This design comes from an exercise in tuning for small area and a short achievable clock period on the open sky130 flow, not from production work.
RTL that was checked went through simulation tests only; none was proved equivalent to the original.
Power figures rest on the tool's default switching activity, not on a simulated workload.

Setup of exp/lagoon:
Design apb_adv_timer_top, start of the top module:
module apb_adv_timer_top #(
   parameter int NUM_TIMERS = 4
) (
   input  logic                    clk_i,
   input  logic                    reset_i,
   input  logic                    psel_i,
   input  logic                    penable_i,
   input  logic                    pwrite_i,
   input  timer_pkg::addr_t        paddr_i,
   input  timer_pkg::data_t        pwdata_i,
   output timer_pkg::data_t        prdata_o,
   output logic                    pslverr_o,
   output logic [2*NUM_TIMERS-1:0] pwm_o,     
   output logic [NUM_TIMERS-1:0]   events_o
);
   logic [NUM_TIMERS*8-1:0]  presc;
   logic [NUM_TIMERS-1:0]    saw;
   logic [NUM_TIMERS*16-1:0] cstart, cend, comp0, comp1, count_nxt;
   logic [NUM_TIMERS*3-1:0]  op0, op1;
   logic [NUM_TIMERS*4-1:0]  cmd;
   logic [NUM_TIMERS-1:0]    tmr_end;
   logic                     rst_dly_q;
   always_ff @(posedge clk_i) rst_dly_q <= reset_i;
   apb_timer_regs #(
      .NUM_TIMERS (NUM_TIMERS)
   ) u_regs (
      .clk_i       (clk_i),
      .reset_i     (reset_i),
      .psel_i      (psel_i),
      .penable_i   (penable_i),
      .pwrite_i    (pwrite_i),
      .paddr_i     (paddr_i),
      .pwdata_i    (pwdata_i),
      .prdata_o    (prdata_o),
      .pslverr_o   (pslverr_o),
      .presc_o     (presc),
      .saw_o       (saw),
      .start_o     (cstart),
      .end_o       (cend),
      .comp0_o     (comp0),
      .op0_o       (op0),
      .comp1_o     (comp1),
      .op1_o       (op1),
      .cmd_o       (cmd),
      .count_nxt_i (count_nxt),
      .end_i       (tmr_end),
      .events_o    (events_o)
   );
   for (genvar i = 0; i < NUM_TIMERS; i++) begin : gen_timer
      adv_timer u_tim (
         .clk_i       (clk_i),
         .reset_i     (reset_i),
  ...
Size: roughly 3000 cells after synthesis, ~90 I/O pins, about 0.037 mm2 of cells after synthesis.
==> module adv_timer, before the edit <==
module adv_timer (
   input  logic        clk_i,
   input  logic        reset_i,
   input  logic        rst_dly_i,   
   input  logic [7:0]  presc_i,
   input  logic        saw_i,
   input  logic [15:0] start_i,
   input  logic [15:0] end_i,
   input  logic [15:0] comp0_i,
   input  logic [2:0]  op0_i,
   input  logic [15:0] comp1_i,
   input  logic [2:0]  op1_i,
   input  logic [3:0]  cmd_i,       
   output logic [15:0] count_nxt_o,
   output logic        end_o,
   output logic [1:0]  pwm_o
);
   logic cmd_start, cmd_stop, cmd_rst, cmd_update;
   assign {cmd_update, cmd_rst, cmd_stop, cmd_start} = cmd_i;
   logic [7:0]  a_presc;
   logic        a_saw;
   logic [15:0] a_start, a_end, a_comp0, a_comp1;
   logic [2:0]  a_op0, a_op1;
   logic        a_load;
   assign a_load = cmd_update || rst_dly_i;
   always_ff @(posedge clk_i) begin
      if (a_load) begin
         a_presc <= presc_i;
         a_saw   <= saw_i;
         a_start <= start_i;
         a_comp0 <= comp0_i;
         a_op0   <= op0_i;
         a_comp1 <= comp1_i;
         a_op1   <= op1_i;
      end
   end
   always_ff @(posedge clk_i) a_end <= a_end_nxt;
   logic [7:0] a_presc_nxt;
   assign a_presc_nxt = a_load ? presc_i : a_presc;
   logic run_q, run_nxt;
   assign run_nxt = !reset_i && !cmd_stop && (cmd_start || run_q);
   always_ff @(posedge clk_i) run_q <= run_nxt;
   logic [7:0]  presc_q, presc_inc;
   logic        tick_q;
   logic [15:0] count_q;
   logic        dir_q, step_q, end_q;
   logic [7:0]  presc_nxt;
   logic        tick_nxt;
   assign presc_inc = presc_q + {7'd0, run_q};
   assign presc_nxt = (rst_dly_i || cmd_rst || (run_q && tick_q)) ? 8'd0 : presc_inc;
   assign tick_nxt  = run_nxt && (presc_nxt >= a_presc_nxt);
   always_ff @(posedge clk_i) begin
      presc_q <= presc_nxt;
      tick_q  <= tick_nxt;
   end
   logic        a_saw_nxt;
   logic [15:0] a_end_nxt;
   logic        at_end_q, down_q;
   assign a_saw_nxt = a_load ? saw_i : a_saw;
   assign a_end_nxt = a_load ? end_i : a_end;
   logic [15:0] dstep, pm_mask, cnt_pm, cnt_base, tgt, x;
   logic        pm_at_tgt, wrap;
   logic        dir_nxt, end_nxt;
   assign dstep = count_q ^ {16{down_q}};    
   assign tgt   = down_q ? a_start : a_end;
   assign x     = count_q ^ tgt;
   always_comb begin
      pm_mask[0] = tick_q;   
      for (int i = 1; i < 16; i++) pm_mask[i] = pm_mask[i-1] && dstep[i-1];
      pm_at_tgt = x[0];
      for (int i = 1; i < 16; i++) pm_at_tgt = pm_at_tgt && (x[i] == (x[i-1] && dstep[i-1]));
   end
   assign cnt_pm = count_q ^ pm_mask;    
   assign wrap   = !down_q && at_end_q;
   assign cnt_base    = cnt_pm;
   assign count_nxt_o = rst_dly_i ? 16'd0 :
                        (cmd_rst || (tick_q && wrap)) ? a_start : cnt_base;
   always_comb begin
      dir_nxt = dir_q;
      if (rst_dly_i || cmd_rst) dir_nxt = 1'b0;
      else if (tick_q) begin
         if (a_saw)       dir_nxt = 1'b0;
         else if (!dir_q) dir_nxt = !at_end_q && pm_at_tgt;
         else             dir_nxt = !pm_at_tgt;
      end
   end
   assign end_nxt = !reset_i && !cmd_rst && tick_q && (down_q ? pm_at_tgt : at_end_q);
   always_ff @(posedge clk_i) begin
      count_q  <= count_nxt_o;
      dir_q    <= dir_nxt;
      down_q   <= dir_nxt && !a_saw_nxt;
      at_end_q <= (count_nxt_o == a_end_nxt);
      step_q   <= !reset_i && !cmd_rst && tick_q;
      end_q    <= end_nxt;
   end
   assign end_o = end_q;
   timer_compare u_cmp0 (
      .clk_i   (clk_i),
      .reset_i (reset_i),
      .step_i  (step_q),
      .end_i   (end_q),
      .count_i (count_q),
      .comp_i  (a_comp0),
      .op_i    (a_op0),
      .pwm_o   (pwm_o[0])
   );
   timer_compare u_cmp1 (
      .clk_i   (clk_i),
      .reset_i (reset_i),
      .step_i  (step_q),
      .end_i   (end_q),
      .count_i (count_q),
      .comp_i  (a_comp1),
      .op_i    (a_op1),
      .pwm_o   (pwm_o[1])
   );
endmodule
Settings: LEC_CHECK=0, CAP_MARGIN=20, CORE_MARGIN=2, CORE_UTILIZATION=60, CTS_CLUSTER_DIAMETER=100, CTS_CLUSTER_SIZE=25, SETUP_SLACK_MARGIN=4.4, SLEW_MARGIN=20; clock period 7.0 ns.
run.sh (not shown) runs the stock make flow with config.mk's settings and CLKGATE_MAP_FILE= SYNTH_SCRIPT=/design/flow/synth_recipe.tcl, a recipe that flattens the netlist after the stock synthesis.
In summary, exp/lagoon completed successfully, with a layout that passed the timing, design-rule and antenna checks.
Here is what was changed in the inputs of exp/nickel compared with exp/lagoon.
==> flow/design.v, changed modules only <==
module adv_timer (
   input  logic        clk_i,
   input  logic        reset_i,
   input  logic        rst_dly_i,   
   input  logic [7:0]  presc_i,
   input  logic        saw_i,
   input  logic [15:0] start_i,
   input  logic [15:0] end_i,
   input  logic [15:0] comp0_i,
   input  logic [2:0]  op0_i,
   input  logic [15:0] comp1_i,
   input  logic [2:0]  op1_i,
   input  logic [3:0]  cmd_i,       
   output logic [15:0] count_nxt_o,
   output logic        end_o,
   output logic [1:0]  pwm_o
);
   logic cmd_start, cmd_stop, cmd_rst, cmd_update;
   assign {cmd_update, cmd_rst, cmd_stop, cmd_start} = cmd_i;
   logic [7:0]  a_presc;
   logic        a_saw;
   logic [15:0] a_start, a_end, a_comp0, a_comp1;
   logic [2:0]  a_op0, a_op1;
   logic        a_load;
   assign a_load = cmd_update || rst_dly_i;
   always_ff @(posedge clk_i) begin
      if (a_load) begin
         a_presc <= presc_i;
         a_saw   <= saw_i;
         a_start <= start_i;
         a_end   <= end_i;
         a_comp0 <= comp0_i;
         a_op0   <= op0_i;
         a_comp1 <= comp1_i;
         a_op1   <= op1_i;
      end
   end
   logic [7:0] a_presc_nxt;
   assign a_presc_nxt = a_load ? presc_i : a_presc;
   logic run_q, run_nxt;
   assign run_nxt = !reset_i && !cmd_stop && (cmd_start || run_q);
   always_ff @(posedge clk_i) run_q <= run_nxt;
   logic [7:0]  presc_q, presc_inc;
   logic        tick_q;
   logic [15:0] count_q;
   logic        dir_q, step_q, end_q;
   logic [7:0]  presc_nxt;
   logic        tick_nxt;
   assign presc_inc = presc_q + 8'd1;
   assign presc_nxt = (rst_dly_i || cmd_rst || (run_q && tick_q)) ? 8'd0 :
                      run_q ? presc_inc : presc_q;
   assign tick_nxt  = run_nxt && (presc_nxt >= a_presc_nxt);
   always_ff @(posedge clk_i) begin
      presc_q <= presc_nxt;
      tick_q  <= tick_nxt;
   end
   logic        down, a_saw_nxt;
   assign a_saw_nxt = a_load ? saw_i : a_saw;
   logic [15:0] dstep, pm_mask, cnt_pm, cnt_base, tgt, x;
   logic        at_tgt, pm_at_tgt, at_end, inc_at_end, dec_at_start, wrap;
   logic        dir_nxt, end_nxt;
   assign dstep = count_q ^ {16{down}};    
   assign tgt   = down ? a_start : a_end;
   assign x     = count_q ^ tgt;
   always_comb begin
      pm_mask[0] = 1'b1;
      for (int i = 1; i < 16; i++) pm_mask[i] = pm_mask[i-1] && dstep[i-1];
      pm_at_tgt = x[0];
      for (int i = 1; i < 16; i++) pm_at_tgt = pm_at_tgt && (x[i] == (x[i-1] && dstep[i-1]));
   end
   assign at_tgt       = (x == 16'd0);
   assign cnt_pm       = count_q ^ pm_mask;    
   assign at_end       = at_tgt;               
   assign inc_at_end   = pm_at_tgt;
   assign dec_at_start = pm_at_tgt;            
   assign wrap         = !down && at_tgt;
   assign cnt_base    = tick_q ? cnt_pm : count_q;
   assign count_nxt_o = rst_dly_i ? 16'd0 :
                        (cmd_rst || (tick_q && wrap)) ? a_start : cnt_base;
   always_comb begin
      dir_nxt = dir_q;
      if (rst_dly_i || cmd_rst) dir_nxt = 1'b0;
      else if (tick_q) begin
         if (a_saw)       dir_nxt = 1'b0;
         else if (!dir_q) dir_nxt = !at_end && inc_at_end;
         else             dir_nxt = !dec_at_start;
      end
   end
   assign end_nxt = !reset_i && !cmd_rst && tick_q && (down ? dec_at_start : at_end);
   always_ff @(posedge clk_i) begin
      count_q <= count_nxt_o;
      dir_q   <= dir_nxt;
      down    <= dir_nxt && !a_saw_nxt;  
      step_q  <= !reset_i && !cmd_rst && tick_q;
      end_q   <= end_nxt;
   end
   assign end_o = end_q;
   timer_compare u_cmp0 (
      .clk_i   (clk_i),
      .reset_i (reset_i),
      .step_i  (step_q),
      .end_i   (end_q),
      .count_i (count_q),
      .comp_i  (a_comp0),
      .op_i    (a_op0),
      .pwm_o   (pwm_o[0])
   );
   timer_compare u_cmp1 (
      .clk_i   (clk_i),
      .reset_i (reset_i),
      .step_i  (step_q),
      .end_i   (end_q),
      .count_i (count_q),
      .comp_i  (a_comp1),
      .op_i    (a_op1),
      .pwm_o   (pwm_o[1])
   );
endmodule
==> comparison <==
Clock group share of total power in exp/nickel vs exp/lagoon: down 0.2 points. Relative to exp/lagoon, the global-route wire length before repair of exp/nickel is lower by about 2%. Comparing exp/lagoon with exp/nickel, the worst-case register-to-register setup slack came out essentially unchanged. Run comparison: exp/nickel critical path launch point paddr_i[6]; exp/lagoon critical path launch point gen_timer[2].u_tim.down_q. Diff exp/nickel and exp/lagoon: critical path depth higher in exp/lagoon. On die height, exp/nickel and exp/lagoon are basically level. There was hardly any difference in die area between exp/nickel and exp/lagoon. Between exp/nickel and exp/lagoon, the number of hold-repair buffers added at the cts stage figures differ only marginally. Of exp/nickel and exp/lagoon, it is exp/nickel that has the higher end-of-flow core utilization. The sequential share of layout area of exp/nickel and that of exp/lagoon are within noise of each other. Finished layout cell area (higher): exp/nickel. Final critical-path required period delta for exp/nickel relative to exp/lagoon: 0.080 ns higher. Power share of the combinational group (exp/nickel over exp/lagoon): decrease, 0.5 points. Number of antenna repair diodes was higher in exp/lagoon than in exp/nickel.
Function was not checked in any run of this note: the RTL went through the layout flow alone.

* * *

Another version of the RTL of apb_adv_timer_top (not shown whole).
For scale: roughly 2900 cells after synthesis, about 90 I/O pins, ~37000 um^2 of cells after synthesis.
==> module adv_timer, before the edit <==
module adv_timer (
   input  logic        clk_i,
   input  logic        reset_i,
   input  logic        rst_dly_i,   
   input  logic [7:0]  presc_i,
   input  logic        saw_i,
   input  logic [15:0] start_i,
   input  logic [15:0] end_i,
   input  logic [15:0] comp0_i,
   input  logic [2:0]  op0_i,
   input  logic [15:0] comp1_i,
   input  logic [2:0]  op1_i,
   input  logic [3:0]  cmd_i,       
   output logic [15:0] count_nxt_o,
   output logic        end_o,
   output logic [1:0]  pwm_o
);
   logic cmd_start, cmd_stop, cmd_rst, cmd_update;
   assign {cmd_update, cmd_rst, cmd_stop, cmd_start} = cmd_i;
   logic [7:0]  a_presc;
   logic        a_saw;
   logic [15:0] a_start, a_end, a_comp0, a_comp1;
   logic [2:0]  a_op0, a_op1;
   logic        a_load;
   assign a_load = cmd_update || rst_dly_i;
   always_ff @(posedge clk_i) begin
      if (a_load) begin
         a_presc <= presc_i;
         a_saw   <= saw_i;
         a_start <= start_i;
         a_end   <= end_i;
         a_comp0 <= comp0_i;
         a_op0   <= op0_i;
         a_comp1 <= comp1_i;
         a_op1   <= op1_i;
      end
   end
   logic [7:0] a_presc_nxt;
   assign a_presc_nxt = a_load ? presc_i : a_presc;
   logic run_q, run_nxt;
   assign run_nxt = !reset_i && !cmd_stop && (cmd_start || run_q);
   always_ff @(posedge clk_i) run_q <= run_nxt;
   logic [7:0]  presc_q, presc_inc;
   logic        tick_q;
   logic [15:0] count_q;
   logic        dir_q, step_q, end_q;
   logic [7:0]  presc_nxt;
   logic        tick_nxt;
   assign presc_inc = presc_q + 8'd1;
   assign presc_nxt = (rst_dly_i || cmd_rst || (run_q && tick_q)) ? 8'd0 :
                      run_q ? presc_inc : presc_q;
   assign tick_nxt  = run_nxt && (presc_nxt >= a_presc_nxt);
   always_ff @(posedge clk_i) begin
      presc_q <= presc_nxt;
      tick_q  <= tick_nxt;
   end
   function automatic logic eq_inc(input logic [15:0] a, input logic [15:0] b);
      logic [15:0] x;
      logic        r;
      x = a ^ b;
      r = x[0];
      for (int i = 1; i < 16; i++) r = r && (x[i] == (x[i-1] && a[i-1]));
      eq_inc = r;
   endfunction
   logic        down;
   logic [15:0] pm_mask, cnt_pm, cnt_base;
   logic        at_end, inc_at_end, dec_at_start, wrap;
   logic        dir_nxt, end_nxt;
   assign down = dir_q && !a_saw;
   always_comb begin
      pm_mask[0] = 1'b1;
      for (int i = 1; i < 16; i++) pm_mask[i] = pm_mask[i-1] && (count_q[i-1] ^ down);
   end
   assign cnt_pm       = count_q ^ pm_mask;           
   assign at_end       = (count_q == a_end);
   assign inc_at_end   = eq_inc(count_q, a_end);
   assign dec_at_start = eq_inc(a_start, count_q);    
   assign wrap         = !down && at_end;
   assign cnt_base    = tick_q ? cnt_pm : count_q;
   assign count_nxt_o = rst_dly_i ? 16'd0 :
                        (cmd_rst || (tick_q && wrap)) ? a_start : cnt_base;
   always_comb begin
      dir_nxt = dir_q;
      if (rst_dly_i || cmd_rst) dir_nxt = 1'b0;
      else if (tick_q) begin
         if (a_saw)       dir_nxt = 1'b0;
         else if (!dir_q) dir_nxt = !at_end && inc_at_end;
         else             dir_nxt = !dec_at_start;
      end
   end
   assign end_nxt = !reset_i && !cmd_rst && tick_q && (down ? dec_at_start : at_end);
   always_ff @(posedge clk_i) begin
      count_q <= count_nxt_o;
      dir_q   <= dir_nxt;
      step_q  <= !reset_i && !cmd_rst && tick_q;
      end_q   <= end_nxt;
   end
   assign end_o = end_q;
   timer_compare u_cmp0 (
      .clk_i   (clk_i),
      .reset_i (reset_i),
      .step_i  (step_q),
      .end_i   (end_q),
      .count_i (count_q),
      .comp_i  (a_comp0),
      .op_i    (a_op0),
      .pwm_o   (pwm_o[0])
   );
   timer_compare u_cmp1 (
      .clk_i   (clk_i),
      .reset_i (reset_i),
      .step_i  (step_q),
      .end_i   (end_q),
      .count_i (count_q),
      .comp_i  (a_comp1),
      .op_i    (a_op1),
      .pwm_o   (pwm_o[1])
   );
endmodule
clock: 7.0 ns
lec_check: 0
cap_margin: 20
core_margin: 2
core_utilization: 60
setup_slack_margin: 4.4
slew_margin: 20
==> next run, changes <==
--- a/flow/design.v
+++ b/flow/design.v
@@ -110,17 +110,17 @@
    always_ff @(posedge clk_i) begin
       if (a_load) begin
          a_presc <= presc_i;
          a_saw   <= saw_i;
          a_start <= start_i;
-         a_end   <= end_i;
          a_comp0 <= comp0_i;
          a_op0   <= op0_i;
          a_comp1 <= comp1_i;
          a_op1   <= op1_i;
       end
    end
+   always_ff @(posedge clk_i) a_end <= a_end_nxt;
    logic [7:0] a_presc_nxt;
    assign a_presc_nxt = a_load ? presc_i : a_presc;
    logic run_q, run_nxt;
    assign run_nxt = !reset_i && !cmd_stop && (cmd_start || run_q);
    always_ff @(posedge clk_i) run_q <= run_nxt;
@@ -136,50 +136,49 @@
    assign tick_nxt  = run_nxt && (presc_nxt >= a_presc_nxt);
    always_ff @(posedge clk_i) begin
       presc_q <= presc_nxt;
       tick_q  <= tick_nxt;
    end
-   function automatic logic eq_inc(input logic [15:0] a, input logic [15:0] b);
-      logic [15:0] x;
-      logic        r;
-      x = a ^ b;
-      r = x[0];
-      for (int i = 1; i < 16; i++) r = r && (x[i] == (x[i-1] && a[i-1]));
-      eq_inc = r;
-   endfunction
-   logic        down;
-   logic [15:0] pm_mask, cnt_pm, cnt_base;
-   logic        at_end, inc_at_end, dec_at_start, wrap;
+   logic        a_saw_nxt;
+   logic [15:0] a_end_nxt;
+   logic        at_end_q, down_q;
+   assign a_saw_nxt = a_load ? saw_i : a_saw;
+   assign a_end_nxt = a_load ? end_i : a_end;
+   logic [15:0] dstep, pm_mask, cnt_pm, cnt_base, tgt, x;
+   logic        pm_at_tgt, wrap;
    logic        dir_nxt, end_nxt;
-   assign down = dir_q && !a_saw;
+   assign dstep = count_q ^ {16{down_q}};    
+   assign tgt   = down_q ? a_start : a_end;
+   assign x     = count_q ^ tgt;
    always_comb begin
       pm_mask[0] = 1'b1;
-      for (int i = 1; i < 16; i++) pm_mask[i] = pm_mask[i-1] && (count_q[i-1] ^ down);
+      for (int i = 1; i < 16; i++) pm_mask[i] = pm_mask[i-1] && dstep[i-1];
+      pm_at_tgt = x[0];
+      for (int i = 1; i < 16; i++) pm_at_tgt = pm_at_tgt && (x[i] == (x[i-1] && dstep[i-1]));
    end
-   assign cnt_pm       = count_q ^ pm_mask;           
-   assign at_end       = (count_q == a_end);
-   assign inc_at_end   = eq_inc(count_q, a_end);
-   assign dec_at_start = eq_inc(a_start, count_q);    
-   assign wrap         = !down && at_end;
+   assign cnt_pm = count_q ^ pm_mask;    
+   assign wrap   = !down_q && at_end_q;
    assign cnt_base    = tick_q ? cnt_pm : count_q;
    assign count_nxt_o = rst_dly_i ? 16'd0 :
                         (cmd_rst || (tick_q && wrap)) ? a_start : cnt_base;
    always_comb begin
       dir_nxt = dir_q;
       if (rst_dly_i || cmd_rst) dir_nxt = 1'b0;
       else if (tick_q) begin
          if (a_saw)       dir_nxt = 1'b0;
-         else if (!dir_q) dir_nxt = !at_end && inc_at_end;
-         else             dir_nxt = !dec_at_start;
+         else if (!dir_q) dir_nxt = !at_end_q && pm_at_tgt;
+         else             dir_nxt = !pm_at_tgt;
       end
    end
-   assign end_nxt = !reset_i && !cmd_rst && tick_q && (down ? dec_at_start : at_end);
+   assign end_nxt = !reset_i && !cmd_rst && tick_q && (down_q ? pm_at_tgt : at_end_q);
    always_ff @(posedge clk_i) begin
-      count_q <= count_nxt_o;
-      dir_q   <= dir_nxt;
-      step_q  <= !reset_i && !cmd_rst && tick_q;
-      end_q   <= end_nxt;
+      count_q  <= count_nxt_o;
+      dir_q    <= dir_nxt;
+      down_q   <= dir_nxt && !a_saw_nxt;
+      at_end_q <= (count_nxt_o == a_end_nxt);
+      step_q   <= !reset_i && !cmd_rst && tick_q;
+      end_q    <= end_nxt;
    end
    assign end_o = end_q;
    timer_compare u_cmp0 (
       .clk_i   (clk_i),
       .reset_i (reset_i),
What happened: The changed run ran to the end with no violations. Core utilization went down by 0.14 points. Setup slack gains 0.12 ns. Wire length is lower slightly. Die area went up slightly. Count of clock-buffer cells in the layout goes up by 5. Worst hold slack got worse by 0.0040 ns. Clock power is lower slightly.
For the first run of this note, only the layout was checked, not whether the RTL still works.

-- afterwards: timing with drivers on the ports --
The results above use ideal ports. As a check the final layouts listed here were re-extracted and re-timed, cells and wires unchanged. Step 1, drivers: a clkbuf_16 drives clk_i and a buf_2 each remaining input, both assumed. Step 2 moves the port delays by t, midway between the first and last clock arrival at a register: inputs arrive t later, outputs are due t later. That takes back most of the time a late clock gives input paths. Slacks: no drivers / after step 1 / after step 2; pairs: no drivers / after step 1.
run | t, ns | setup WS [ns] | clock arrival spread, ns | worst register clock-pin slew, ns | cell pins on the clock port's net
exp/lagoon | 0.665 | 3.848 / 3.848 / 3.589 | 0.030 / 0.029 | 0.11 / 0.11 | 1
exp/nickel | 0.695 | 3.767 / 3.786 / 3.092 | 0.031 / 0.031 | 0.11 / 0.11 | 1
the first run of note 2 | 0.707 | 4.022 / 4.044 / 3.337 | 0.021 / 0.022 | 0.07 / 0.07 | 1
the second run of note 2 | 0.709 | 4.143 / 4.143 / 3.509 | 0.032 / 0.032 | 0.07 / 0.07 | 1
After both steps every run listed still meets setup and hold. For the first run of note 2, which loses most, drivers alone change the setup slack by +0.022 ns; drivers and shift together by -0.685 ns.
